What follows belongs to an exercise in optimizing a design on an open flow for small area and a short achievable clock period; a production flow would make more cautious choices. The RTL of this run was laid out without a check of its function. Power figures rest on the tool's default switching activity, not on a simulated workload.

$ cat flow/config.mk
export PLATFORM = sky130hd
export DESIGN_NAME = vc_dds_top
export DESIGN_NICKNAME = vc_dds_top
export VERILOG_FILES = /design/flow/design.v
export SDC_FILE = /design/flow/constraint.sdc
export NUM_CORES = 4
export LEC_CHECK = 0
export CAP_MARGIN = 20
export CORE_MARGIN = 2
export CORE_UTILIZATION = 40
export SETUP_SLACK_MARGIN = 3.1
export SLEW_MARGIN = 20
$ cat flow/constraint.sdc
create_clock -name core_clock -period 5.5 [get_ports {clk_user_bufg}]
set_input_delay 1.1000 -clock core_clock [delete_from_list [all_inputs] [get_ports {clk_user_bufg}]]
set_output_delay 1.1000 -clock core_clock [all_outputs]
set_load 0.01 [all_outputs]
$ cat flow/design.v
`timescale 1ns/1ns
package vc_dds_pkg;
  typedef enum logic [1:0] {
    WAVE_DC       = 2'd0,              
    WAVE_TRIANGLE = 2'd1,
    WAVE_SAWTOOTH = 2'd2
  } wave_mode_e;
  typedef struct packed {
    wave_mode_e                mode;
    logic [32-1:0]    freq_word;   
    logic [10-1:0]      pcw;         
    logic [16-1:0]   amp;
    logic [16-1:0]   dc_offset;
    logic [10-1:0]      fsc;
  } vc_cfg_t;
  typedef struct packed {
    logic                      valid;
    logic [32-1:0]    phase;
    wave_mode_e                mode;
    logic [16-1:0]   amp;
    logic [16-1:0]   dc_offset;
  } phase_beat_t;
  typedef struct packed {
    logic                      valid;
    logic [16-1:0]   shape;       
    logic [16-1:0]   amp;
    logic [16-1:0]   dc_offset;
  } shape_beat_t;
  typedef struct packed {
    logic                      valid;
    logic [16-1:0]   scaled;
    logic [16-1:0]   dc_offset;
  } scaled_beat_t;
endpackage
`timescale 1ns/1ns
module vc_dds_cfg_reg
(
  input  logic                       clk_user_bufg,
  input  logic                       rst_glb,
  input  logic                       cfg_wr,
  input  vc_dds_pkg::vc_cfg_t        cfg,
  output logic                       tri_en,
  output logic                       saw_en,
  output logic [32-1:0]     freq_word,
  output logic [16-1:0]    amp,
  output logic [16-1:0]    dc_offset,
  output logic [10-1:0]       dac_fsc
);
  always_ff @(posedge clk_user_bufg)
  begin
    if (cfg_wr)
    begin
      tri_en    <= cfg.mode == vc_dds_pkg::WAVE_TRIANGLE;
      saw_en    <= cfg.mode == vc_dds_pkg::WAVE_SAWTOOTH;
      freq_word <= cfg.freq_word;
      amp       <= cfg.amp;
      dc_offset <= cfg.dc_offset;
    end
  end
  always_ff @(posedge clk_user_bufg or posedge rst_glb)
  begin
    if (rst_glb)
      dac_fsc <= {10{1'b1}};
    else if (cfg_wr)
      dac_fsc <= (cfg.fsc == '0) ? {10{1'b1}} : cfg.fsc;
  end
endmodule
`timescale 1ns/1ns
module vc_phase_accum
(
  input  logic                       clk_user_bufg,
  input  logic                       rst_glb,
  input  logic                       cfg_wr,
  input  logic [10-1:0]       pcw,
  input  logic [32-1:0]     freq_word,
  output logic [32-1:0]     phase
);
  always_ff @(posedge clk_user_bufg or posedge rst_glb)
  begin
    if (rst_glb)
      phase <= '0;
    else if (cfg_wr)
      phase <= {pcw, {22{1'b0}}};
    else
      phase <= phase + freq_word;
  end
endmodule
`timescale 1ns/1ns
module vc_wave_shaper
(
  input  logic                       tri_en,
  input  logic                       saw_en,
  input  logic [32-1:0]     phase,
  output logic [16-1:0]    shape
);
  logic [16-1:0] tri_ramp;
  logic [16-1:0] saw_ramp;
  assign tri_ramp = phase[32-2 -: 16] ^ {16{phase[32-1]}};
  assign saw_ramp = phase[32-1 -: 16];
  assign shape = ({16{tri_en}} & tri_ramp) | ({16{saw_en}} & saw_ramp);
endmodule
`timescale 1ns/1ns
module vc_amp_offset
(
  input  logic                       clk_user_bufg,
  input  logic [16-1:0]    shape,
  input  logic [16-1:0]    amp,
  input  logic [16-1:0]    dc_offset,
  output logic [16-1:0]    sample
);
  logic [16-1:0] pp [16];
  logic [16-1:0] result;
  always_comb
    for (int i = 0; i < 16; i++)
      for (int j = 0; j < 16; j++)
        pp[i][j] = shape[i] & amp[j];
  wire c1 = pp[0][1] & pp[1][0];
  wire s2 = pp[0][2] ^ pp[1][1] ^ pp[2][0];
  wire k3 = (pp[0][2] & pp[1][1]) | (pp[0][2] & pp[2][0]) | (pp[1][1] & pp[2][0]);
  wire s4 = pp[0][3] ^ pp[1][2] ^ pp[2][1];
  wire k5 = (pp[0][3] & pp[1][2]) | (pp[0][3] & pp[2][1]) | (pp[1][2] & pp[2][1]);
  wire s6 = pp[0][4] ^ pp[1][3] ^ pp[2][2];
  wire k7 = (pp[0][4] & pp[1][3]) | (pp[0][4] & pp[2][2]) | (pp[1][3] & pp[2][2]);
  wire s8 = pp[3][1] ^ pp[4][0] ^ k5;
  wire k9 = (pp[3][1] & pp[4][0]) | (pp[3][1] & k5) | (pp[4][0] & k5);
  wire s10 = pp[0][5] ^ pp[1][4] ^ pp[2][3];
  wire k11 = (pp[0][5] & pp[1][4]) | (pp[0][5] & pp[2][3]) | (pp[1][4] & pp[2][3]);
  wire s12 = pp[3][2] ^ pp[4][1] ^ pp[5][0];
  wire k13 = (pp[3][2] & pp[4][1]) | (pp[3][2] & pp[5][0]) | (pp[4][1] & pp[5][0]);
  wire s14 = pp[0][6] ^ pp[1][5] ^ pp[2][4];
  wire k15 = (pp[0][6] & pp[1][5]) | (pp[0][6] & pp[2][4]) | (pp[1][5] & pp[2][4]);
  wire s16 = pp[3][3] ^ pp[4][2] ^ pp[5][1];
  wire k17 = (pp[3][3] & pp[4][2]) | (pp[3][3] & pp[5][1]) | (pp[4][2] & pp[5][1]);
  wire s18 = pp[6][0] ^ k11 ^ k13;
  wire k19 = (pp[6][0] & k11) | (pp[6][0] & k13) | (k11 & k13);
  wire s20 = pp[0][7] ^ pp[1][6] ^ pp[2][5];
  wire k21 = (pp[0][7] & pp[1][6]) | (pp[0][7] & pp[2][5]) | (pp[1][6] & pp[2][5]);
  wire s22 = pp[3][4] ^ pp[4][3] ^ pp[5][2];
  wire k23 = (pp[3][4] & pp[4][3]) | (pp[3][4] & pp[5][2]) | (pp[4][3] & pp[5][2]);
  wire s24 = pp[6][1] ^ pp[7][0] ^ k15;
  wire k25 = (pp[6][1] & pp[7][0]) | (pp[6][1] & k15) | (pp[7][0] & k15);
  wire s26 = pp[0][8] ^ pp[1][7] ^ pp[2][6];
  wire k27 = (pp[0][8] & pp[1][7]) | (pp[0][8] & pp[2][6]) | (pp[1][7] & pp[2][6]);
  wire s28 = pp[3][5] ^ pp[4][4] ^ pp[5][3];
  wire k29 = (pp[3][5] & pp[4][4]) | (pp[3][5] & pp[5][3]) | (pp[4][4] & pp[5][3]);
  wire s30 = pp[6][2] ^ pp[7][1] ^ pp[8][0];
  wire k31 = (pp[6][2] & pp[7][1]) | (pp[6][2] & pp[8][0]) | (pp[7][1] & pp[8][0]);
  wire s32 = pp[0][9] ^ pp[1][8] ^ pp[2][7];
  wire k33 = (pp[0][9] & pp[1][8]) | (pp[0][9] & pp[2][7]) | (pp[1][8] & pp[2][7]);
  wire s34 = pp[3][6] ^ pp[4][5] ^ pp[5][4];
  wire k35 = (pp[3][6] & pp[4][5]) | (pp[3][6] & pp[5][4]) | (pp[4][5] & pp[5][4]);
  wire s36 = pp[6][3] ^ pp[7][2] ^ pp[8][1];
  wire k37 = (pp[6][3] & pp[7][2]) | (pp[6][3] & pp[8][1]) | (pp[7][2] & pp[8][1]);
  wire s38 = pp[9][0] ^ k27 ^ k29;
  wire k39 = (pp[9][0] & k27) | (pp[9][0] & k29) | (k27 & k29);
  wire s40 = pp[0][10] ^ pp[10][0] ^ pp[1][9];
  wire k41 = (pp[0][10] & pp[10][0]) | (pp[0][10] & pp[1][9]) | (pp[10][0] & pp[1][9]);
  wire s42 = pp[2][8] ^ pp[3][7] ^ pp[4][6];
  wire k43 = (pp[2][8] & pp[3][7]) | (pp[2][8] & pp[4][6]) | (pp[3][7] & pp[4][6]);
  wire s44 = pp[5][5] ^ pp[6][4] ^ pp[7][3];
  wire k45 = (pp[5][5] & pp[6][4]) | (pp[5][5] & pp[7][3]) | (pp[6][4] & pp[7][3]);
  wire s46 = pp[8][2] ^ pp[9][1] ^ k33;
  wire k47 = (pp[8][2] & pp[9][1]) | (pp[8][2] & k33) | (pp[9][1] & k33);
  wire s48 = pp[0][11] ^ pp[10][1] ^ pp[11][0];
  wire k49 = (pp[0][11] & pp[10][1]) | (pp[0][11] & pp[11][0]) | (pp[10][1] & pp[11][0]);
  wire s50 = pp[1][10] ^ pp[2][9] ^ pp[3][8];
  wire k51 = (pp[1][10] & pp[2][9]) | (pp[1][10] & pp[3][8]) | (pp[2][9] & pp[3][8]);
  wire s52 = pp[4][7] ^ pp[5][6] ^ pp[6][5];
  wire k53 = (pp[4][7] & pp[5][6]) | (pp[4][7] & pp[6][5]) | (pp[5][6] & pp[6][5]);
  wire s54 = pp[7][4] ^ pp[8][3] ^ pp[9][2];
  wire k55 = (pp[7][4] & pp[8][3]) | (pp[7][4] & pp[9][2]) | (pp[8][3] & pp[9][2]);
  wire s56 = k41 ^ k43 ^ k45;
  wire k57 = (k41 & k43) | (k41 & k45) | (k43 & k45);
  wire s58 = pp[0][12] ^ pp[10][2] ^ pp[11][1];
  wire k59 = (pp[0][12] & pp[10][2]) | (pp[0][12] & pp[11][1]) | (pp[10][2] & pp[11][1]);
  wire s60 = pp[12][0] ^ pp[1][11] ^ pp[2][10];
  wire k61 = (pp[12][0] & pp[1][11]) | (pp[12][0] & pp[2][10]) | (pp[1][11] & pp[2][10]);
  wire s62 = pp[3][9] ^ pp[4][8] ^ pp[5][7];
  wire k63 = (pp[3][9] & pp[4][8]) | (pp[3][9] & pp[5][7]) | (pp[4][8] & pp[5][7]);
  wire s64 = pp[6][6] ^ pp[7][5] ^ pp[8][4];
  wire k65 = (pp[6][6] & pp[7][5]) | (pp[6][6] & pp[8][4]) | (pp[7][5] & pp[8][4]);
  wire s66 = pp[9][3] ^ k49 ^ k51;
  wire k67 = (pp[9][3] & k49) | (pp[9][3] & k51) | (k49 & k51);
  wire s68 = pp[0][13] ^ pp[10][3] ^ pp[11][2];
  wire k69 = (pp[0][13] & pp[10][3]) | (pp[0][13] & pp[11][2]) | (pp[10][3] & pp[11][2]);
  wire s70 = pp[12][1] ^ pp[13][0] ^ pp[1][12];
  wire k71 = (pp[12][1] & pp[13][0]) | (pp[12][1] & pp[1][12]) | (pp[13][0] & pp[1][12]);
  wire s72 = pp[2][11] ^ pp[3][10] ^ pp[4][9];
  wire k73 = (pp[2][11] & pp[3][10]) | (pp[2][11] & pp[4][9]) | (pp[3][10] & pp[4][9]);
  wire s74 = pp[5][8] ^ pp[6][7] ^ pp[7][6];
  wire k75 = (pp[5][8] & pp[6][7]) | (pp[5][8] & pp[7][6]) | (pp[6][7] & pp[7][6]);
  wire s76 = pp[8][5] ^ pp[9][4] ^ k59;
  wire k77 = (pp[8][5] & pp[9][4]) | (pp[8][5] & k59) | (pp[9][4] & k59);
  wire s78 = k61 ^ k63 ^ k65;
  wire k79 = (k61 & k63) | (k61 & k65) | (k63 & k65);
  wire s80 = pp[0][14] ^ pp[10][4] ^ pp[11][3];
  wire k81 = (pp[0][14] & pp[10][4]) | (pp[0][14] & pp[11][3]) | (pp[10][4] & pp[11][3]);
  wire s82 = pp[12][2] ^ pp[13][1] ^ pp[14][0];
  wire k83 = (pp[12][2] & pp[13][1]) | (pp[12][2] & pp[14][0]) | (pp[13][1] & pp[14][0]);
  wire s84 = pp[1][13] ^ pp[2][12] ^ pp[3][11];
  wire k85 = (pp[1][13] & pp[2][12]) | (pp[1][13] & pp[3][11]) | (pp[2][12] & pp[3][11]);
  wire s86 = pp[4][10] ^ pp[5][9] ^ pp[6][8];
  wire k87 = (pp[4][10] & pp[5][9]) | (pp[4][10] & pp[6][8]) | (pp[5][9] & pp[6][8]);
  wire s88 = pp[7][7] ^ pp[8][6] ^ pp[9][5];
  wire k89 = (pp[7][7] & pp[8][6]) | (pp[7][7] & pp[9][5]) | (pp[8][6] & pp[9][5]);
  wire s90 = k69 ^ k71 ^ k73;
  wire k91 = (k69 & k71) | (k69 & k73) | (k71 & k73);
  wire s92 = pp[0][15] ^ pp[10][5] ^ pp[11][4];
  wire k93 = (pp[0][15] & pp[10][5]) | (pp[0][15] & pp[11][4]) | (pp[10][5] & pp[11][4]);
  wire s94 = pp[12][3] ^ pp[13][2] ^ pp[14][1];
  wire k95 = (pp[12][3] & pp[13][2]) | (pp[12][3] & pp[14][1]) | (pp[13][2] & pp[14][1]);
  wire s96 = pp[15][0] ^ pp[1][14] ^ pp[2][13];
  wire k97 = (pp[15][0] & pp[1][14]) | (pp[15][0] & pp[2][13]) | (pp[1][14] & pp[2][13]);
  wire s98 = pp[3][12] ^ pp[4][11] ^ pp[5][10];
  wire k99 = (pp[3][12] & pp[4][11]) | (pp[3][12] & pp[5][10]) | (pp[4][11] & pp[5][10]);
  wire s100 = pp[6][9] ^ pp[7][8] ^ pp[8][7];
  wire k101 = (pp[6][9] & pp[7][8]) | (pp[6][9] & pp[8][7]) | (pp[7][8] & pp[8][7]);
  wire s102 = pp[9][6] ^ k81 ^ k83;
  wire k103 = (pp[9][6] & k81) | (pp[9][6] & k83) | (k81 & k83);
  wire s104 = k85 ^ k87 ^ k89;
  wire k105 = (k85 & k87) | (k85 & k89) | (k87 & k89);
  wire s106 = dc_offset[0] ^ pp[10][6] ^ pp[11][5];
  wire k107 = (dc_offset[0] & pp[10][6]) | (dc_offset[0] & pp[11][5]) | (pp[10][6] & pp[11][5]);
  wire s108 = pp[12][4] ^ pp[13][3] ^ pp[14][2];
  wire k109 = (pp[12][4] & pp[13][3]) | (pp[12][4] & pp[14][2]) | (pp[13][3] & pp[14][2]);
  wire s110 = pp[15][1] ^ pp[1][15] ^ pp[2][14];
  wire k111 = (pp[15][1] & pp[1][15]) | (pp[15][1] & pp[2][14]) | (pp[1][15] & pp[2][14]);
  wire s112 = pp[3][13] ^ pp[4][12] ^ pp[5][11];
  wire k113 = (pp[3][13] & pp[4][12]) | (pp[3][13] & pp[5][11]) | (pp[4][12] & pp[5][11]);
  wire s114 = pp[6][10] ^ pp[7][9] ^ pp[8][8];
  wire k115 = (pp[6][10] & pp[7][9]) | (pp[6][10] & pp[8][8]) | (pp[7][9] & pp[8][8]);
  wire s116 = pp[9][7] ^ k101 ^ k93;
  wire k117 = (pp[9][7] & k101) | (pp[9][7] & k93) | (k101 & k93);
  wire s118 = k95 ^ k97 ^ k99;
  wire k119 = (k95 & k97) | (k95 & k99) | (k97 & k99);
  wire s120 = dc_offset[1] ^ pp[10][7] ^ pp[11][6];
  wire k121 = (dc_offset[1] & pp[10][7]) | (dc_offset[1] & pp[11][6]) | (pp[10][7] & pp[11][6]);
  wire s122 = pp[12][5] ^ pp[13][4] ^ pp[14][3];
  wire k123 = (pp[12][5] & pp[13][4]) | (pp[12][5] & pp[14][3]) | (pp[13][4] & pp[14][3]);
  wire s124 = pp[15][2] ^ pp[2][15] ^ pp[3][14];
  wire k125 = (pp[15][2] & pp[2][15]) | (pp[15][2] & pp[3][14]) | (pp[2][15] & pp[3][14]);
  wire s126 = pp[4][13] ^ pp[5][12] ^ pp[6][11];
  wire k127 = (pp[4][13] & pp[5][12]) | (pp[4][13] & pp[6][11]) | (pp[5][12] & pp[6][11]);
  wire s128 = pp[7][10] ^ pp[8][9] ^ pp[9][8];
  wire k129 = (pp[7][10] & pp[8][9]) | (pp[7][10] & pp[9][8]) | (pp[8][9] & pp[9][8]);
  wire s130 = k107 ^ k109 ^ k111;
  wire k131 = (k107 & k109) | (k107 & k111) | (k109 & k111);
  wire s132 = dc_offset[2] ^ pp[10][8] ^ pp[11][7];
  wire k133 = (dc_offset[2] & pp[10][8]) | (dc_offset[2] & pp[11][7]) | (pp[10][8] & pp[11][7]);
  wire s134 = pp[12][6] ^ pp[13][5] ^ pp[14][4];
  wire k135 = (pp[12][6] & pp[13][5]) | (pp[12][6] & pp[14][4]) | (pp[13][5] & pp[14][4]);
  wire s136 = pp[15][3] ^ pp[3][15] ^ pp[4][14];
  wire k137 = (pp[15][3] & pp[3][15]) | (pp[15][3] & pp[4][14]) | (pp[3][15] & pp[4][14]);
  wire s138 = pp[5][13] ^ pp[6][12] ^ pp[7][11];
  wire k139 = (pp[5][13] & pp[6][12]) | (pp[5][13] & pp[7][11]) | (pp[6][12] & pp[7][11]);
  wire s140 = pp[8][10] ^ pp[9][9] ^ k121;
  wire k141 = (pp[8][10] & pp[9][9]) | (pp[8][10] & k121) | (pp[9][9] & k121);
  wire s142 = k123 ^ k125 ^ k127;
  wire k143 = (k123 & k125) | (k123 & k127) | (k125 & k127);
  wire s144 = dc_offset[3] ^ pp[10][9] ^ pp[11][8];
  wire k145 = (dc_offset[3] & pp[10][9]) | (dc_offset[3] & pp[11][8]) | (pp[10][9] & pp[11][8]);
  wire s146 = pp[12][7] ^ pp[13][6] ^ pp[14][5];
  wire k147 = (pp[12][7] & pp[13][6]) | (pp[12][7] & pp[14][5]) | (pp[13][6] & pp[14][5]);
  wire s148 = pp[15][4] ^ pp[4][15] ^ pp[5][14];
  wire k149 = (pp[15][4] & pp[4][15]) | (pp[15][4] & pp[5][14]) | (pp[4][15] & pp[5][14]);
  wire s150 = pp[6][13] ^ pp[7][12] ^ pp[8][11];
  wire k151 = (pp[6][13] & pp[7][12]) | (pp[6][13] & pp[8][11]) | (pp[7][12] & pp[8][11]);
  wire s152 = pp[9][10] ^ k133 ^ k135;
  wire k153 = (pp[9][10] & k133) | (pp[9][10] & k135) | (k133 & k135);
  wire s154 = dc_offset[4] ^ pp[10][10] ^ pp[11][9];
  wire k155 = (dc_offset[4] & pp[10][10]) | (dc_offset[4] & pp[11][9]) | (pp[10][10] & pp[11][9]);
  wire s156 = pp[12][8] ^ pp[13][7] ^ pp[14][6];
  wire k157 = (pp[12][8] & pp[13][7]) | (pp[12][8] & pp[14][6]) | (pp[13][7] & pp[14][6]);
  wire s158 = pp[15][5] ^ pp[5][15] ^ pp[6][14];
  wire k159 = (pp[15][5] & pp[5][15]) | (pp[15][5] & pp[6][14]) | (pp[5][15] & pp[6][14]);
  wire s160 = pp[7][13] ^ pp[8][12] ^ pp[9][11];
  wire k161 = (pp[7][13] & pp[8][12]) | (pp[7][13] & pp[9][11]) | (pp[8][12] & pp[9][11]);
  wire s162 = k145 ^ k147 ^ k149;
  wire k163 = (k145 & k147) | (k145 & k149) | (k147 & k149);
  wire s164 = dc_offset[5] ^ pp[10][11] ^ pp[11][10];
  wire k165 = (dc_offset[5] & pp[10][11]) | (dc_offset[5] & pp[11][10]) | (pp[10][11] & pp[11][10]);
  wire s166 = pp[12][9] ^ pp[13][8] ^ pp[14][7];
  wire k167 = (pp[12][9] & pp[13][8]) | (pp[12][9] & pp[14][7]) | (pp[13][8] & pp[14][7]);
  wire s168 = pp[15][6] ^ pp[6][15] ^ pp[7][14];
  wire k169 = (pp[15][6] & pp[6][15]) | (pp[15][6] & pp[7][14]) | (pp[6][15] & pp[7][14]);
  wire s170 = pp[8][13] ^ pp[9][12] ^ k155;
  wire k171 = (pp[8][13] & pp[9][12]) | (pp[8][13] & k155) | (pp[9][12] & k155);
  wire s172 = k157 ^ k159 ^ k161;
  wire k173 = (k157 & k159) | (k157 & k161) | (k159 & k161);
  wire s174 = dc_offset[6] ^ pp[10][12] ^ pp[11][11];
  wire k175 = (dc_offset[6] & pp[10][12]) | (dc_offset[6] & pp[11][11]) | (pp[10][12] & pp[11][11]);
  wire s176 = pp[12][10] ^ pp[13][9] ^ pp[14][8];
  wire k177 = (pp[12][10] & pp[13][9]) | (pp[12][10] & pp[14][8]) | (pp[13][9] & pp[14][8]);
  wire s178 = pp[15][7] ^ pp[7][15] ^ pp[8][14];
  wire k179 = (pp[15][7] & pp[7][15]) | (pp[15][7] & pp[8][14]) | (pp[7][15] & pp[8][14]);
  wire s180 = pp[9][13] ^ k165 ^ k167;
  wire k181 = (pp[9][13] & k165) | (pp[9][13] & k167) | (k165 & k167);
  wire s182 = dc_offset[7] ^ pp[10][13] ^ pp[11][12];
  wire k183 = (dc_offset[7] & pp[10][13]) | (dc_offset[7] & pp[11][12]) | (pp[10][13] & pp[11][12]);
  wire s184 = pp[12][11] ^ pp[13][10] ^ pp[14][9];
  wire k185 = (pp[12][11] & pp[13][10]) | (pp[12][11] & pp[14][9]) | (pp[13][10] & pp[14][9]);
  wire s186 = pp[15][8] ^ pp[8][15] ^ pp[9][14];
  wire k187 = (pp[15][8] & pp[8][15]) | (pp[15][8] & pp[9][14]) | (pp[8][15] & pp[9][14]);
  wire s188 = k175 ^ k177 ^ k179;
  wire k189 = (k175 & k177) | (k175 & k179) | (k177 & k179);
  wire s190 = dc_offset[8] ^ pp[10][14] ^ pp[11][13];
  wire k191 = (dc_offset[8] & pp[10][14]) | (dc_offset[8] & pp[11][13]) | (pp[10][14] & pp[11][13]);
  wire s192 = pp[12][12] ^ pp[13][11] ^ pp[14][10];
  wire k193 = (pp[12][12] & pp[13][11]) | (pp[12][12] & pp[14][10]) | (pp[13][11] & pp[14][10]);
  wire s194 = pp[15][9] ^ pp[9][15] ^ k183;
  wire k195 = (pp[15][9] & pp[9][15]) | (pp[15][9] & k183) | (pp[9][15] & k183);
  wire s196 = dc_offset[9] ^ pp[10][15] ^ pp[11][14];
  wire k197 = (dc_offset[9] & pp[10][15]) | (dc_offset[9] & pp[11][14]) | (pp[10][15] & pp[11][14]);
  wire s198 = pp[12][13] ^ pp[13][12] ^ pp[14][11];
  wire k199 = (pp[12][13] & pp[13][12]) | (pp[12][13] & pp[14][11]) | (pp[13][12] & pp[14][11]);
  wire s200 = pp[15][10] ^ k191 ^ k193;
  wire k201 = (pp[15][10] & k191) | (pp[15][10] & k193) | (k191 & k193);
  wire s202 = dc_offset[10] ^ pp[11][15] ^ pp[12][14];
  wire k203 = (dc_offset[10] & pp[11][15]) | (dc_offset[10] & pp[12][14]) | (pp[11][15] & pp[12][14]);
  wire s204 = pp[13][13] ^ pp[14][12] ^ pp[15][11];
  wire k205 = (pp[13][13] & pp[14][12]) | (pp[13][13] & pp[15][11]) | (pp[14][12] & pp[15][11]);
  wire s206 = dc_offset[11] ^ pp[12][15] ^ pp[13][14];
  wire k207 = (dc_offset[11] & pp[12][15]) | (dc_offset[11] & pp[13][14]) | (pp[12][15] & pp[13][14]);
  wire s208 = pp[14][13] ^ pp[15][12] ^ k203;
  wire k209 = (pp[14][13] & pp[15][12]) | (pp[14][13] & k203) | (pp[15][12] & k203);
  wire s210 = dc_offset[12] ^ pp[13][15] ^ pp[14][14];
  wire k211 = (dc_offset[12] & pp[13][15]) | (dc_offset[12] & pp[14][14]) | (pp[13][15] & pp[14][14]);
  wire s212 = dc_offset[13] ^ pp[14][15] ^ pp[15][14];
  wire k213 = (dc_offset[13] & pp[14][15]) | (dc_offset[13] & pp[15][14]) | (pp[14][15] & pp[15][14]);
  wire s214 = dc_offset[14] ^ pp[15][15] ^ k213;
  wire k215 = (dc_offset[14] & pp[15][15]) | (dc_offset[14] & k213) | (pp[15][15] & k213);
  wire c216 = c1 & s2;
  wire s217 = pp[3][0] ^ k3 ^ s4;
  wire k218 = (pp[3][0] & k3) | (pp[3][0] & s4) | (k3 & s4);
  wire s219 = k7 ^ s10 ^ s12;
  wire k220 = (k7 & s10) | (k7 & s12) | (s10 & s12);
  wire s221 = k17 ^ s20 ^ s22;
  wire k222 = (k17 & s20) | (k17 & s22) | (s20 & s22);
  wire s223 = k21 ^ k23 ^ s26;
  wire k224 = (k21 & k23) | (k21 & s26) | (k23 & s26);
  wire s225 = k31 ^ s32 ^ s34;
  wire k226 = (k31 & s32) | (k31 & s34) | (s32 & s34);
  wire s227 = k35 ^ k37 ^ s40;
  wire k228 = (k35 & k37) | (k35 & s40) | (k37 & s40);
  wire s229 = s48 ^ s50 ^ s52;
  wire k230 = (s48 & s50) | (s48 & s52) | (s50 & s52);
  wire s231 = k53 ^ k55 ^ s58;
  wire k232 = (k53 & k55) | (k53 & s58) | (k55 & s58);
  wire s233 = s60 ^ s62 ^ s64;
  wire k234 = (s60 & s62) | (s60 & s64) | (s62 & s64);
  wire s235 = s68 ^ s70 ^ s72;
  wire k236 = (s68 & s70) | (s68 & s72) | (s70 & s72);
  wire s237 = k75 ^ s80 ^ s82;
  wire k238 = (k75 & s80) | (k75 & s82) | (s80 & s82);
  wire s239 = s84 ^ s86 ^ s88;
  wire k240 = (s84 & s86) | (s84 & s88) | (s86 & s88);
  wire s241 = s100 ^ s92 ^ s94;
  wire k242 = (s100 & s92) | (s100 & s94) | (s92 & s94);
  wire s243 = s106 ^ s108 ^ s110;
  wire k244 = (s106 & s108) | (s106 & s110) | (s108 & s110);
  wire s245 = k113 ^ k115 ^ s120;
  wire k246 = (k113 & k115) | (k113 & s120) | (k115 & s120);
  wire s247 = s122 ^ s124 ^ s126;
  wire k248 = (s122 & s124) | (s122 & s126) | (s124 & s126);
  wire s249 = k129 ^ s132 ^ s134;
  wire k250 = (k129 & s132) | (k129 & s134) | (s132 & s134);
  wire s251 = k137 ^ k139 ^ s144;
  wire k252 = (k137 & k139) | (k137 & s144) | (k139 & s144);
  wire s253 = s146 ^ s148 ^ s150;
  wire k254 = (s146 & s148) | (s146 & s150) | (s148 & s150);
  wire s255 = k151 ^ s154 ^ s156;
  wire k256 = (k151 & s154) | (k151 & s156) | (s154 & s156);
  wire s257 = s164 ^ s166 ^ s168;
  wire k258 = (s164 & s166) | (s164 & s168) | (s166 & s168);
  wire s259 = k169 ^ s174 ^ s176;
  wire k260 = (k169 & s174) | (k169 & s176) | (s174 & s176);
  wire s261 = s182 ^ s184 ^ s186;
  wire k262 = (s182 & s184) | (s182 & s186) | (s184 & s186);
  wire s263 = k185 ^ k187 ^ s190;
  wire k264 = (k185 & k187) | (k185 & s190) | (k187 & s190);
  wire s265 = k197 ^ k199 ^ s202;
  wire k266 = (k197 & k199) | (k197 & s202) | (k199 & s202);
  wire s267 = pp[15][13] ^ k207 ^ s210;
  wire k268 = (pp[15][13] & k207) | (pp[15][13] & s210) | (k207 & s210);
  logic r0_269;
  logic r0_270;
  logic r0_271;
  logic r0_272;
  logic r0_273;
  logic r0_274;
  logic r0_275;
  logic r0_276;
  logic r0_277;
  logic r0_278;
  logic r0_279;
  logic r0_280;
  logic r0_281;
  logic r0_282;
  logic r0_283;
  logic r0_284;
  logic r0_285;
  logic r0_286;
  logic r0_287;
  logic r0_288;
  logic r0_289;
  logic r0_290;
  logic r0_291;
  logic r0_292;
  logic r0_293;
  logic r0_294;
  logic r0_295;
  logic r0_296;
  logic r0_297;
  logic r0_298;
  logic r0_299;
  logic r0_300;
  logic r0_301;
  logic r0_302;
  logic r0_303;
  logic r0_304;
  logic r0_305;
  logic r0_306;
  logic r0_307;
  logic r0_308;
  logic r0_309;
  logic r0_310;
  logic r0_311;
  logic r0_312;
  logic r0_313;
  logic r0_314;
  logic r0_315;
  logic r0_316;
  logic r0_317;
  logic r0_318;
  logic r0_319;
  logic r0_320;
  logic r0_321;
  logic r0_322;
  logic r0_323;
  logic r0_324;
  logic r0_325;
  logic r0_326;
  logic r0_327;
  logic r0_328;
  logic r0_329;
  logic r0_330;
  logic r0_331;
  logic r0_332;
  logic r0_333;
  logic r0_334;
  logic r0_335;
  logic r0_336;
  logic r0_337;
  logic r0_338;
  logic r0_339;
  logic r0_340;
  logic r0_341;
  logic r0_342;
  logic r0_343;
  logic r0_344;
  logic r0_345;
  logic r0_346;
  logic r0_347;
  logic r0_348;
  logic r0_349;
  logic r0_350;
  logic r0_351;
  logic r0_352;
  logic r0_353;
  logic r0_354;
  logic r0_355;
  logic r0_356;
  logic r0_357;
  logic r0_358;
  logic r0_359;
  logic r0_360;
  logic r0_361;
  logic r0_362;
  logic r0_363;
  logic r0_364;
  logic r0_365;
  logic r0_366;
  logic r0_367;
  logic r0_368;
  logic r0_369;
  logic r0_370;
  logic r0_371;
  logic r0_372;
  logic r0_373;
  logic r0_374;
  logic r0_375;
  logic r0_376;
  logic r0_377;
  logic r0_378;
  logic r0_379;
  logic r0_380;
  logic r0_381;
  logic r0_382;
  logic r0_383;
  logic r0_384;
  logic r0_385;
  logic r0_386;
  logic r0_387;
  logic r0_388;
  logic r0_389;
  logic r0_390;
  logic r0_391;
  logic r0_392;
  logic r0_393;
  logic r0_394;
  logic r0_395;
  logic r0_396;
  logic r0_397;
  logic r0_398;
  logic r0_399;
  logic r0_400;
  logic r0_401;
  logic r0_402;
  logic r0_403;
  logic r0_404;
  always_ff @(posedge clk_user_bufg)
  begin
    r0_269 <= c216;
    r0_270 <= s217;
    r0_271 <= s6;
    r0_272 <= k218;
    r0_273 <= s8;
    r0_274 <= k9;
    r0_275 <= s219;
    r0_276 <= s14;
    r0_277 <= s16;
    r0_278 <= k220;
    r0_279 <= s18;
    r0_280 <= k19;
    r0_281 <= s221;
    r0_282 <= s24;
    r0_283 <= s28;
    r0_284 <= s30;
    r0_285 <= k222;
    r0_286 <= k25;
    r0_287 <= s223;
    r0_288 <= s36;
    r0_289 <= k224;
    r0_290 <= s225;
    r0_291 <= s38;
    r0_292 <= s42;
    r0_293 <= s44;
    r0_294 <= k226;
    r0_295 <= k39;
    r0_296 <= s227;
    r0_297 <= s46;
    r0_298 <= s54;
    r0_299 <= k228;
    r0_300 <= k47;
    r0_301 <= s229;
    r0_302 <= s56;
    r0_303 <= k230;
    r0_304 <= k57;
    r0_305 <= s231;
    r0_306 <= s233;
    r0_307 <= s66;
    r0_308 <= s74;
    r0_309 <= k232;
    r0_310 <= k234;
    r0_311 <= k67;
    r0_312 <= s235;
    r0_313 <= s76;
    r0_314 <= s78;
    r0_315 <= k236;
    r0_316 <= k77;
    r0_317 <= k79;
    r0_318 <= s237;
    r0_319 <= s239;
    r0_320 <= s90;
    r0_321 <= s96;
    r0_322 <= s98;
    r0_323 <= k238;
    r0_324 <= k240;
    r0_325 <= k91;
    r0_326 <= s102;
    r0_327 <= s104;
    r0_328 <= s241;
    r0_329 <= s112;
    r0_330 <= s114;
    r0_331 <= k103;
    r0_332 <= k105;
    r0_333 <= k242;
    r0_334 <= s116;
    r0_335 <= s118;
    r0_336 <= s243;
    r0_337 <= s128;
    r0_338 <= k117;
    r0_339 <= k119;
    r0_340 <= k244;
    r0_341 <= s130;
    r0_342 <= s245;
    r0_343 <= s247;
    r0_344 <= s136;
    r0_345 <= s138;
    r0_346 <= k131;
    r0_347 <= k246;
    r0_348 <= k248;
    r0_349 <= s140;
    r0_350 <= s142;
    r0_351 <= s249;
    r0_352 <= k141;
    r0_353 <= k143;
    r0_354 <= k250;
    r0_355 <= s152;
    r0_356 <= s251;
    r0_357 <= s253;
    r0_358 <= s158;
    r0_359 <= s160;
    r0_360 <= k153;
    r0_361 <= k252;
    r0_362 <= k254;
    r0_363 <= s162;
    r0_364 <= s255;
    r0_365 <= k163;
    r0_366 <= k256;
    r0_367 <= s170;
    r0_368 <= s172;
    r0_369 <= s257;
    r0_370 <= s178;
    r0_371 <= k171;
    r0_372 <= k173;
    r0_373 <= k258;
    r0_374 <= s180;
    r0_375 <= s259;
    r0_376 <= k181;
    r0_377 <= k260;
    r0_378 <= s188;
    r0_379 <= s261;
    r0_380 <= s192;
    r0_381 <= k189;
    r0_382 <= k262;
    r0_383 <= s194;
    r0_384 <= s263;
    r0_385 <= s196;
    r0_386 <= s198;
    r0_387 <= k195;
    r0_388 <= k264;
    r0_389 <= s200;
    r0_390 <= s204;
    r0_391 <= k201;
    r0_392 <= s265;
    r0_393 <= k205;
    r0_394 <= s206;
    r0_395 <= k266;
    r0_396 <= s208;
    r0_397 <= k209;
    r0_398 <= s267;
    r0_399 <= k211;
    r0_400 <= s212;
    r0_401 <= k268;
    r0_402 <= s214;
    r0_403 <= dc_offset[15];
    r0_404 <= k215;
  end
  wire c405 = r0_269 & r0_270;
  wire s406 = r0_271 ^ r0_272 ^ r0_273;
  wire k407 = (r0_271 & r0_272) | (r0_271 & r0_273) | (r0_272 & r0_273);
  wire s408 = r0_274 ^ r0_275 ^ k407;
  wire k409 = (r0_274 & r0_275) | (r0_274 & k407) | (r0_275 & k407);
  wire s410 = r0_276 ^ r0_277 ^ r0_278;
  wire k411 = (r0_276 & r0_277) | (r0_276 & r0_278) | (r0_277 & r0_278);
  wire s412 = r0_280 ^ r0_281 ^ r0_282;
  wire k413 = (r0_280 & r0_281) | (r0_280 & r0_282) | (r0_281 & r0_282);
  wire s414 = r0_283 ^ r0_284 ^ r0_285;
  wire k415 = (r0_283 & r0_284) | (r0_283 & r0_285) | (r0_284 & r0_285);
  wire s416 = r0_286 ^ r0_287 ^ k413;
  wire k417 = (r0_286 & r0_287) | (r0_286 & k413) | (r0_287 & k413);
  wire s418 = r0_288 ^ r0_289 ^ r0_290;
  wire k419 = (r0_288 & r0_289) | (r0_288 & r0_290) | (r0_289 & r0_290);
  wire s420 = r0_291 ^ k415 ^ k417;
  wire k421 = (r0_291 & k415) | (r0_291 & k417) | (k415 & k417);
  wire s422 = r0_292 ^ r0_293 ^ r0_294;
  wire k423 = (r0_292 & r0_293) | (r0_292 & r0_294) | (r0_293 & r0_294);
  wire s424 = r0_295 ^ r0_296 ^ r0_297;
  wire k425 = (r0_295 & r0_296) | (r0_295 & r0_297) | (r0_296 & r0_297);
  wire s426 = r0_298 ^ r0_299 ^ r0_300;
  wire k427 = (r0_298 & r0_299) | (r0_298 & r0_300) | (r0_299 & r0_300);
  wire s428 = r0_301 ^ r0_302 ^ k423;
  wire k429 = (r0_301 & r0_302) | (r0_301 & k423) | (r0_302 & k423);
  wire s430 = r0_303 ^ r0_304 ^ r0_305;
  wire k431 = (r0_303 & r0_304) | (r0_303 & r0_305) | (r0_304 & r0_305);
  wire s432 = r0_306 ^ r0_307 ^ k427;
  wire k433 = (r0_306 & r0_307) | (r0_306 & k427) | (r0_307 & k427);
  wire s434 = r0_308 ^ r0_309 ^ r0_310;
  wire k435 = (r0_308 & r0_309) | (r0_308 & r0_310) | (r0_309 & r0_310);
  wire s436 = r0_311 ^ r0_312 ^ r0_313;
  wire k437 = (r0_311 & r0_312) | (r0_311 & r0_313) | (r0_312 & r0_313);
  wire s438 = r0_314 ^ k431 ^ k433;
  wire k439 = (r0_314 & k431) | (r0_314 & k433) | (k431 & k433);
  wire s440 = r0_315 ^ r0_316 ^ r0_317;
  wire k441 = (r0_315 & r0_316) | (r0_315 & r0_317) | (r0_316 & r0_317);
  wire s442 = r0_318 ^ r0_319 ^ r0_320;
  wire k443 = (r0_318 & r0_319) | (r0_318 & r0_320) | (r0_319 & r0_320);
  wire s444 = r0_321 ^ r0_322 ^ r0_323;
  wire k445 = (r0_321 & r0_322) | (r0_321 & r0_323) | (r0_322 & r0_323);
  wire s446 = r0_324 ^ r0_325 ^ r0_326;
  wire k447 = (r0_324 & r0_325) | (r0_324 & r0_326) | (r0_325 & r0_326);
  wire s448 = r0_327 ^ r0_328 ^ k441;
  wire k449 = (r0_327 & r0_328) | (r0_327 & k441) | (r0_328 & k441);
  wire s450 = r0_329 ^ r0_330 ^ r0_331;
  wire k451 = (r0_329 & r0_330) | (r0_329 & r0_331) | (r0_330 & r0_331);
  wire s452 = r0_332 ^ r0_333 ^ r0_334;
  wire k453 = (r0_332 & r0_333) | (r0_332 & r0_334) | (r0_333 & r0_334);
  wire s454 = r0_335 ^ r0_336 ^ k445;
  wire k455 = (r0_335 & r0_336) | (r0_335 & k445) | (r0_336 & k445);
  wire s456 = r0_337 ^ r0_338 ^ r0_339;
  wire k457 = (r0_337 & r0_338) | (r0_337 & r0_339) | (r0_338 & r0_339);
  wire s458 = r0_340 ^ r0_341 ^ r0_342;
  wire k459 = (r0_340 & r0_341) | (r0_340 & r0_342) | (r0_341 & r0_342);
  wire s460 = r0_343 ^ k451 ^ k453;
  wire k461 = (r0_343 & k451) | (r0_343 & k453) | (k451 & k453);
  wire s462 = r0_344 ^ r0_345 ^ r0_346;
  wire k463 = (r0_344 & r0_345) | (r0_344 & r0_346) | (r0_345 & r0_346);
  wire s464 = r0_347 ^ r0_348 ^ r0_349;
  wire k465 = (r0_347 & r0_348) | (r0_347 & r0_349) | (r0_348 & r0_349);
  wire s466 = r0_350 ^ r0_351 ^ k457;
  wire k467 = (r0_350 & r0_351) | (r0_350 & k457) | (r0_351 & k457);
  wire s468 = r0_352 ^ r0_353 ^ r0_354;
  wire k469 = (r0_352 & r0_353) | (r0_352 & r0_354) | (r0_353 & r0_354);
  wire s470 = r0_355 ^ r0_356 ^ r0_357;
  wire k471 = (r0_355 & r0_356) | (r0_355 & r0_357) | (r0_356 & r0_357);
  wire s472 = k463 ^ k465 ^ k467;
  wire k473 = (k463 & k465) | (k463 & k467) | (k465 & k467);
  wire s474 = r0_358 ^ r0_359 ^ r0_360;
  wire k475 = (r0_358 & r0_359) | (r0_358 & r0_360) | (r0_359 & r0_360);
  wire s476 = r0_361 ^ r0_362 ^ r0_363;
  wire k477 = (r0_361 & r0_362) | (r0_361 & r0_363) | (r0_362 & r0_363);
  wire s478 = r0_364 ^ k469 ^ k471;
  wire k479 = (r0_364 & k469) | (r0_364 & k471) | (k469 & k471);
  wire s480 = r0_365 ^ r0_366 ^ r0_367;
  wire k481 = (r0_365 & r0_366) | (r0_365 & r0_367) | (r0_366 & r0_367);
  wire s482 = r0_368 ^ r0_369 ^ k475;
  wire k483 = (r0_368 & r0_369) | (r0_368 & k475) | (r0_369 & k475);
  wire s484 = r0_370 ^ r0_371 ^ r0_372;
  wire k485 = (r0_370 & r0_371) | (r0_370 & r0_372) | (r0_371 & r0_372);
  wire s486 = r0_373 ^ r0_374 ^ r0_375;
  wire k487 = (r0_373 & r0_374) | (r0_373 & r0_375) | (r0_374 & r0_375);
  wire s488 = r0_376 ^ r0_377 ^ r0_378;
  wire k489 = (r0_376 & r0_377) | (r0_376 & r0_378) | (r0_377 & r0_378);
  wire s490 = r0_379 ^ k485 ^ k487;
  wire k491 = (r0_379 & k485) | (r0_379 & k487) | (k485 & k487);
  wire s492 = r0_380 ^ r0_381 ^ r0_382;
  wire k493 = (r0_380 & r0_381) | (r0_380 & r0_382) | (r0_381 & r0_382);
  wire s494 = r0_383 ^ r0_384 ^ k489;
  wire k495 = (r0_383 & r0_384) | (r0_383 & k489) | (r0_384 & k489);
  wire s496 = r0_385 ^ r0_386 ^ r0_387;
  wire k497 = (r0_385 & r0_386) | (r0_385 & r0_387) | (r0_386 & r0_387);
  wire s498 = r0_388 ^ r0_389 ^ k493;
  wire k499 = (r0_388 & r0_389) | (r0_388 & k493) | (r0_389 & k493);
  wire s500 = r0_390 ^ r0_391 ^ r0_392;
  wire k501 = (r0_390 & r0_391) | (r0_390 & r0_392) | (r0_391 & r0_392);
  wire s502 = r0_393 ^ r0_394 ^ r0_395;
  wire k503 = (r0_393 & r0_394) | (r0_393 & r0_395) | (r0_394 & r0_395);
  wire s504 = r0_397 ^ r0_398 ^ k503;
  wire k505 = (r0_397 & r0_398) | (r0_397 & k503) | (r0_398 & k503);
  wire s506 = r0_399 ^ r0_400 ^ r0_401;
  wire k507 = (r0_399 & r0_400) | (r0_399 & r0_401) | (r0_400 & r0_401);
  wire c508 = c405 & s406;
  wire c509 = c508 & s408;
  wire s510 = r0_279 ^ s410 ^ k409;
  wire k511 = (r0_279 & s410) | (r0_279 & k409) | (s410 & k409);
  wire s512 = k419 ^ s422 ^ s424;
  wire k513 = (k419 & s422) | (k419 & s424) | (s422 & s424);
  wire s514 = k425 ^ s426 ^ k513;
  wire k515 = (k425 & s426) | (k425 & k513) | (s426 & k513);
  wire s516 = s430 ^ k429 ^ s432;
  wire k517 = (s430 & k429) | (s430 & s432) | (k429 & s432);
  wire s518 = k435 ^ k437 ^ s440;
  wire k519 = (k435 & k437) | (k435 & s440) | (k437 & s440);
  wire s520 = k443 ^ s444 ^ s446;
  wire k521 = (k443 & s444) | (k443 & s446) | (s444 & s446);
  wire s522 = k447 ^ s450 ^ s452;
  wire k523 = (k447 & s450) | (k447 & s452) | (s450 & s452);
  wire s524 = k449 ^ k521 ^ s454;
  wire k525 = (k449 & k521) | (k449 & s454) | (k521 & s454);
  wire s526 = s456 ^ s458 ^ k455;
  wire k527 = (s456 & s458) | (s456 & k455) | (s458 & k455);
  wire s528 = k459 ^ s462 ^ s464;
  wire k529 = (k459 & s462) | (k459 & s464) | (s462 & s464);
  wire s530 = s468 ^ s470 ^ k529;
  wire k531 = (s468 & s470) | (s468 & k529) | (s470 & k529);
  wire s532 = s474 ^ s476 ^ s478;
  wire k533 = (s474 & s476) | (s474 & s478) | (s476 & s478);
  wire s534 = k477 ^ s480 ^ k479;
  wire k535 = (k477 & s480) | (k477 & k479) | (s480 & k479);
  wire s536 = k481 ^ s484 ^ s486;
  wire k537 = (k481 & s484) | (k481 & s486) | (s484 & s486);
  wire s538 = s488 ^ k537 ^ s490;
  wire k539 = (s488 & k537) | (s488 & s490) | (k537 & s490);
  wire s540 = s492 ^ k491 ^ s494;
  wire k541 = (s492 & k491) | (s492 & s494) | (k491 & s494);
  wire s542 = s496 ^ k495 ^ s498;
  wire k543 = (s496 & k495) | (s496 & s498) | (k495 & s498);
  wire s544 = k497 ^ s500 ^ k499;
  wire k545 = (k497 & s500) | (k497 & k499) | (s500 & k499);
  wire s546 = r0_396 ^ k501 ^ s502;
  wire k547 = (r0_396 & k501) | (r0_396 & s502) | (k501 & s502);
  wire c548 = c509 & s510;
  wire s549 = k519 ^ s448 ^ s520;
  wire k550 = (k519 & s448) | (k519 & s520) | (s448 & s520);
  wire s551 = k461 ^ s466 ^ s528;
  wire k552 = (k461 & s466) | (k461 & s528) | (s466 & s528);
  logic r1_553;
  logic r1_554;
  logic r1_555;
  logic r1_556;
  logic r1_557;
  logic r1_558;
  logic r1_559;
  logic r1_560;
  logic r1_561;
  logic r1_562;
  logic r1_563;
  logic r1_564;
  logic r1_565;
  logic r1_566;
  logic r1_567;
  logic r1_568;
  logic r1_569;
  logic r1_570;
  logic r1_571;
  logic r1_572;
  logic r1_573;
  logic r1_574;
  logic r1_575;
  logic r1_576;
  logic r1_577;
  logic r1_578;
  logic r1_579;
  logic r1_580;
  logic r1_581;
  logic r1_582;
  logic r1_583;
  logic r1_584;
  logic r1_585;
  logic r1_586;
  logic r1_587;
  logic r1_588;
  logic r1_589;
  logic r1_590;
  logic r1_591;
  logic r1_592;
  logic r1_593;
  logic r1_594;
  logic r1_595;
  logic r1_596;
  logic r1_597;
  logic r1_598;
  logic r1_599;
  logic r1_600;
  logic r1_601;
  logic r1_602;
  logic r1_603;
  logic r1_604;
  logic r1_605;
  logic r1_606;
  logic r1_607;
  logic r1_608;
  logic r1_609;
  logic r1_610;
  logic r1_611;
  logic r1_612;
  always_ff @(posedge clk_user_bufg)
  begin
    r1_553 <= k411;
    r1_554 <= s412;
    r1_555 <= k511;
    r1_556 <= c548;
    r1_557 <= s414;
    r1_558 <= s416;
    r1_559 <= s418;
    r1_560 <= s420;
    r1_561 <= s512;
    r1_562 <= k421;
    r1_563 <= s428;
    r1_564 <= s514;
    r1_565 <= k515;
    r1_566 <= s516;
    r1_567 <= s434;
    r1_568 <= s436;
    r1_569 <= k517;
    r1_570 <= s438;
    r1_571 <= s442;
    r1_572 <= s518;
    r1_573 <= k439;
    r1_574 <= s549;
    r1_575 <= s522;
    r1_576 <= k550;
    r1_577 <= s524;
    r1_578 <= k523;
    r1_579 <= s460;
    r1_580 <= k525;
    r1_581 <= s526;
    r1_582 <= k527;
    r1_583 <= s551;
    r1_584 <= k552;
    r1_585 <= s472;
    r1_586 <= s530;
    r1_587 <= k473;
    r1_588 <= k531;
    r1_589 <= s532;
    r1_590 <= s482;
    r1_591 <= k533;
    r1_592 <= s534;
    r1_593 <= k483;
    r1_594 <= s536;
    r1_595 <= k535;
    r1_596 <= s538;
    r1_597 <= k539;
    r1_598 <= s540;
    r1_599 <= k541;
    r1_600 <= s542;
    r1_601 <= k543;
    r1_602 <= s544;
    r1_603 <= s546;
    r1_604 <= k545;
    r1_605 <= k547;
    r1_606 <= s504;
    r1_607 <= s506;
    r1_608 <= k505;
    r1_609 <= r0_402;
    r1_610 <= k507;
    r1_611 <= r0_403;
    r1_612 <= r0_404;
  end
  wire [26:0] tot = {1'b0, 1'b0, r1_611, r1_609, r1_607, r1_605, r1_603, r1_601, r1_599, r1_597, r1_596, r1_593, r1_590, r1_587, r1_584, r1_582, r1_578, r1_575, r1_574, r1_571, r1_567, r1_565, r1_563, r1_561, r1_559, r1_557, r1_553} + {1'b0, 1'b0, r1_612, r1_610, r1_608, r1_606, r1_604, r1_602, r1_600, r1_598, 1'b0, r1_594, r1_591, r1_588, r1_585, r1_583, r1_579, r1_576, 1'b0, r1_572, r1_568, r1_566, r1_564, r1_562, r1_560, r1_558, r1_554} + {1'b0, 1'b0, 1'b0, 1'b0, 1'b0, 1'b0, 1'b0, 1'b0, 1'b0, 1'b0, 1'b0, r1_595, r1_592, r1_589, r1_586, 1'b0, r1_580, r1_577, 1'b0, r1_573, r1_569, 1'b0, 1'b0, 1'b0, 1'b0, 1'b0, r1_555} + {1'b0, 1'b0, 1'b0, 1'b0, 1'b0, 1'b0, 1'b0, 1'b0, 1'b0, 1'b0, 1'b0, 1'b0, 1'b0, 1'b0, 1'b0, 1'b0, r1_581, 1'b0, 1'b0, 1'b0, r1_570, 1'b0, 1'b0, 1'b0, 1'b0, 1'b0, r1_556};
  wire [16:0] hisum = tot[25:9];
  assign result = hisum[16] ? 16'hFFFF : hisum[15:0];
  logic [16-1:0] dly_q [2];
  always_ff @(posedge clk_user_bufg)
  begin
    dly_q[0] <= result;
    dly_q[1] <= dly_q[0];
  end
  assign sample = dly_q[1];
endmodule
`timescale 1ns/1ns
module vc_dds_top
(
  input  logic                    clk_user_bufg,
  input  logic                    rst_glb,
  input  logic                    cfg_wr,           
  input  logic [85:0]             cfg,              
  output logic [16-1:0] sample,           
  output logic                    sample_valid,
  output logic [10-1:0]    dac_fsc           
);
  vc_dds_pkg::vc_cfg_t             cfg_s;
  logic                            tri_en;
  logic                            saw_en;
  logic [32-1:0]          freq_word;
  logic [16-1:0]         amp;
  logic [16-1:0]         dc_offset;
  logic [32-1:0]          phase;
  logic [16-1:0]         shape;
  logic                            written_q;       
  logic [3:0]                      valid_q;
  assign cfg_s = cfg;
  vc_dds_cfg_reg u_cfg_reg (
    .clk_user_bufg (clk_user_bufg),
    .rst_glb       (rst_glb),
    .cfg_wr        (cfg_wr),
    .cfg           (cfg_s),
    .tri_en        (tri_en),
    .saw_en        (saw_en),
    .freq_word     (freq_word),
    .amp           (amp),
    .dc_offset     (dc_offset),
    .dac_fsc       (dac_fsc)
  );
  vc_phase_accum u_phase_accum (
    .clk_user_bufg (clk_user_bufg),
    .rst_glb       (rst_glb),
    .cfg_wr        (cfg_wr),
    .pcw           (cfg_s.pcw),
    .freq_word     (freq_word),
    .phase         (phase)
  );
  vc_wave_shaper u_wave_shaper (
    .tri_en        (tri_en),
    .saw_en        (saw_en),
    .phase         (phase),
    .shape         (shape)
  );
  vc_amp_offset u_amp_offset (
    .clk_user_bufg (clk_user_bufg),
    .shape         (shape),
    .amp           (amp),
    .dc_offset     (dc_offset),
    .sample        (sample)
  );
  always_ff @(posedge clk_user_bufg or posedge rst_glb)
  begin
    if (rst_glb)
    begin
      written_q <= 1'b0;
      valid_q   <= '0;
    end
    else
    begin
      written_q <= written_q | cfg_wr;
      valid_q   <= {valid_q[2:0], written_q};
    end
  end
  assign sample_valid = valid_q[3];
endmodule
$ cat flow/flow/run.sh
#!/bin/bash
# Standard ORFS layout, except that the port buffers are the smallest plain
# buffer instead of the default delay-buffer cell. Each tool's output is kept
# by ORFS under orfs/logs/; make's own output goes to flow_make.log.
set -euo pipefail
export BUFFER_PORTS_ARGS="-buffer_cell sky130_fd_sc_hd__buf_1"
bash standard.sh finish > flow_make.log 2>&1
$ cat flow/standard.sh
#!/bin/bash
# synth_recipe.tcl (not shown) runs the flow's synth.tcl, then flattens the netlist and writes it again
# the make line also repeats each setting of config.mk as NAME=value (left out here)
make -C /OpenROAD-flow-scripts/flow DESIGN_CONFIG=/design/flow/config.mk WORK_HOME=/design/flow/orfs CLKGATE_MAP_FILE= SYNTH_SCRIPT=/design/flow/synth_recipe.tcl "${@:-finish}"
==> summary.txt <==
synth-to-layout area growth=27.17%; first-pass GRT wire length=71.17 mm; P per Cell Area=683.0 nW/µm²; pin count of the biggest net entering global routing=74; period utilization=60.82%; sw frac=40.84%; DP HPWL=27.61 mm; Worst setup EP type=flip-flop; Seq/Total Area, Yosys=42.61%; H-tree levels=2; Worst Path Class, Setup=reg -> reg; layout cell share with drive strength beyond 1=28.50%; Tightest Pin Transition=0.9811 ns; syn nets=1980; ant diodes=0; Clk Latency, worst-skew pair=0.58 ns; RSZ-0062 raised after global routing=true; initial core utilization=40.26%; GRT Util Overall=19.74%; Hold Violations, Final=0; grt total ovfl=0; Clock Skew=0.02392 ns; P_sw=0.006439 W; core area=45090 µm²; hold crit path type=reg -> reg; Gate power share=57.4%; final-stage net count=2203; CP Launch Type=flip-flop; ANT nets after route=0; wire length per cell=18.72 µm; GP Congestion=0.8564; I/O Pins=116; via count=12000; WP data required=5.94 ns; hold slack=0.3269 ns; synth warn=6; most frequent cells in the layout=226 x inv_1, 226 x dfxtp_1, 117 x fa_1; clock tree from TritonCTS=yes; Post-synth EDFFs=66; post-route minimum period=3.345 ns; die height=217.0 µm; CTS Buf Count=38; Yosys reg bits=341; Fill cells=3918; crit path max fanout=5; Final Setup Violations=0; post-synthesis cell area=18150 µm²; number of clock sinks=341; Final Core Density=51.20%; Die ar.=47100 µm²; maxcap violations=0; final WL=45.72 mm; WP data arrival=3.79 ns; asr flop ratio synth=13.78%; # hold bufs at CTS=0; DR iter-0 viols=860; syn avg cell area=11.42 µm²; total power=0.01577 W; leakage=10.17 nW; FMAX=0.2990 GHz; Clock Power Share=16.4%; Cells after Synth=1589; Yosys cell types=70; drt first pass iters=5; placed cell area=19210 µm²; Chip Width=217.0 µm; Final TNS setup=0 ns; Peak VDD IR=0.3129 mV; vias in the first global route=12890; register share of total power=26.2%; IO Port Bufs=115; Max Slew Vio Count=0; Cell Int Power=0.009327 W; floorplan row count=78; Clock Path Buffers=3; initial antenna violation count=0; CTS root buffer=clkbuf_16; status=complete, no violations; clock-pin slew on the worst setup and hold paths=0.06 ns; Max transition margin=34.59%; DRC=0; Final Instance Area=23080 µm²; DR vias/cell=4.914; ys flop type=dfxtp_1
## per-layer routing
| layer | part of all wire, % | global-route usage (%) | up-vias |
|---|---|---|---|
| li1 | - | - | 5474 |
| met1 | 41 | 23.71 | 5974 |
| met2 | 48 | 33.35 | 411 |
| met3 | 7.0 | 4.906 | 141 |
| met4 | 4.6 | 9.247 | 0 |
| met5 | 0 | 0 | - |
## worst max-delay path, stage by stage (launching register included)
cell       delay, ns
dfxtp_2         0.32
fa_1            0.49
fa_2            0.56
ha_4            0.20
and4_4          0.14
and2_4          0.17
a22o_4          0.23
a31oi_4         0.17
o21ai_4         0.10
a221oi_4        0.36
xor2_4          0.25
buf_6           0.14
o2111ai_2       0.08
## power groups by stage
stage | Sequential, W | Clock, W | Combinational [W]
after floorplan | 0.00396 | 0 | 0.00513
after global placement | 0.00410 | 0 | 0.00662
after detailed placement | 0.00412 | 0 | 0.00682
after CTS | 0.00412 | 0.00265 | 0.00866
after global routing | 0.00423 | 0.00276 | 0.0101
final | 0.00413 | 0.00259 | 0.00904
## cells by family (layout without fill, tap and decap cells)
logic type	count (synthesis)	after routing	share of synthesized area, %
AO/OA/AOI/OAI	174	185	6.989
XOR/XNOR	48	48	2.357
adder cells (fa/ha/maj)	302	302	29.83
buffers and inverters	307	549	6.390
flip-flops	341	341	42.61
multiplexers	2	2	0.1172
AND/OR/NAND/NOR	415	415	11.70
## final cells by class
class	instances	area, µm²	area share, %
Multi-Input combinational cell	952	10760	46.61
Sequential cell	341	7745	33.55
Timing Repair Buffer	223	1600	6.932
Clock buffer	52	1044	4.520
Inverter	256	962.2	4.168
Tap cell	600	750.7	3.252
Clock inverter	18	224.0	0.9702
## worst paths after layout
kind | startpoint | to | slack [ns] | cells past startpoint
setup / recovery | u_amp_offset.r1_568$_DFF_P_ | u_amp_offset.dly_q[0][11]$_SDFF_PP1_ | 2.16 | 12
hold / removal | u_amp_offset.dly_q[0][4]$_SDFF_PP1_ | u_amp_offset.dly_q[1][4]$_DFF_P_ | 0.33 | 0
setup reg to reg | u_amp_offset.r1_568$_DFF_P_ | u_amp_offset.dly_q[0][11]$_SDFF_PP1_ | 2.16 | 12
hold reg to reg | u_amp_offset.dly_q[0][4]$_SDFF_PP1_ | u_amp_offset.dly_q[1][4]$_DFF_P_ | 0.33 | 0
max in group asynchronous | rst_glb | u_phase_accum.phase[31]$_DFF_PP0_ | 4.23 | 2
min in group asynchronous | rst_glb | u_phase_accum.phase[0]$_DFF_PP0_ | 0.65 | 2
## cell usage after synthesis, drive strengths merged (31+ instances only)
master / n / area share [%]
inv: 256 / 5.3
dfxtp: 228 / 25
fa: 218 / 24
and2: 168 / 5.8
nand2: 141 / 2.9
ha: 84 / 5.8
edfxtp: 66 / 11
clkbuf: 47 / 0.97
nor2: 44 / 0.91
a21oi: 41 / 1.2
dfrtp: 37 / 5.1
xor2: 34 / 1.7
o21ai: 31 / 0.88
## through the flow
step | cells | worst slack [ns]
floorplan | 1589 | 2.293
global placement | 2256 | 1.829
detailed placement | 2256 | 1.730
CTS | 2429 | 2.153
global route | 2442 | 2.022
finish | 2442 | 2.155
## state kept, by name, summed over array words and instances, names as in the netlist, 4 cells and up
register,flops
u_cfg_reg.dac_fsc,10
valid_q,4
u_phase_accum.phase,32
u_amp_offset.dly_q,32
u_cfg_reg.freq_word,32
u_cfg_reg.amp,16
u_cfg_reg.dc_offset,16
## repair_timing
action	CTS	global route
setup endpoints to repair	170	136
setup buffers	93	10
pin swaps	111	85
gates resized for setup	331	101
cloned	10	3

-- re-timing with driven ports --
How much do the figures lean on ideal ports? The routed layout below was timed once more, with nothing changed but the port constraints.
Step 1 assumes that a clkbuf_16 drives the clock port and a buf_2 every other input.
Step 2 adds t to the input delays and takes it off the output delays; t is the mean of the earliest and latest rising clock arrival at the registers after step 1. Input paths then give back, and output paths get back, about the clock's delay inside the block.
Three values: no drivers, after step 1, after step 2; two values: the first two.
t, ns: 0.627
slack for setup (ns): 2.155 / 2.155 / 2.155
slew at the worst register clock pin (ns): 0.07 / 0.07
After both steps setup and hold are still met in this run. The setup slack of this run moves by 0.000 ns with the drivers and by 0.000 ns with both steps.
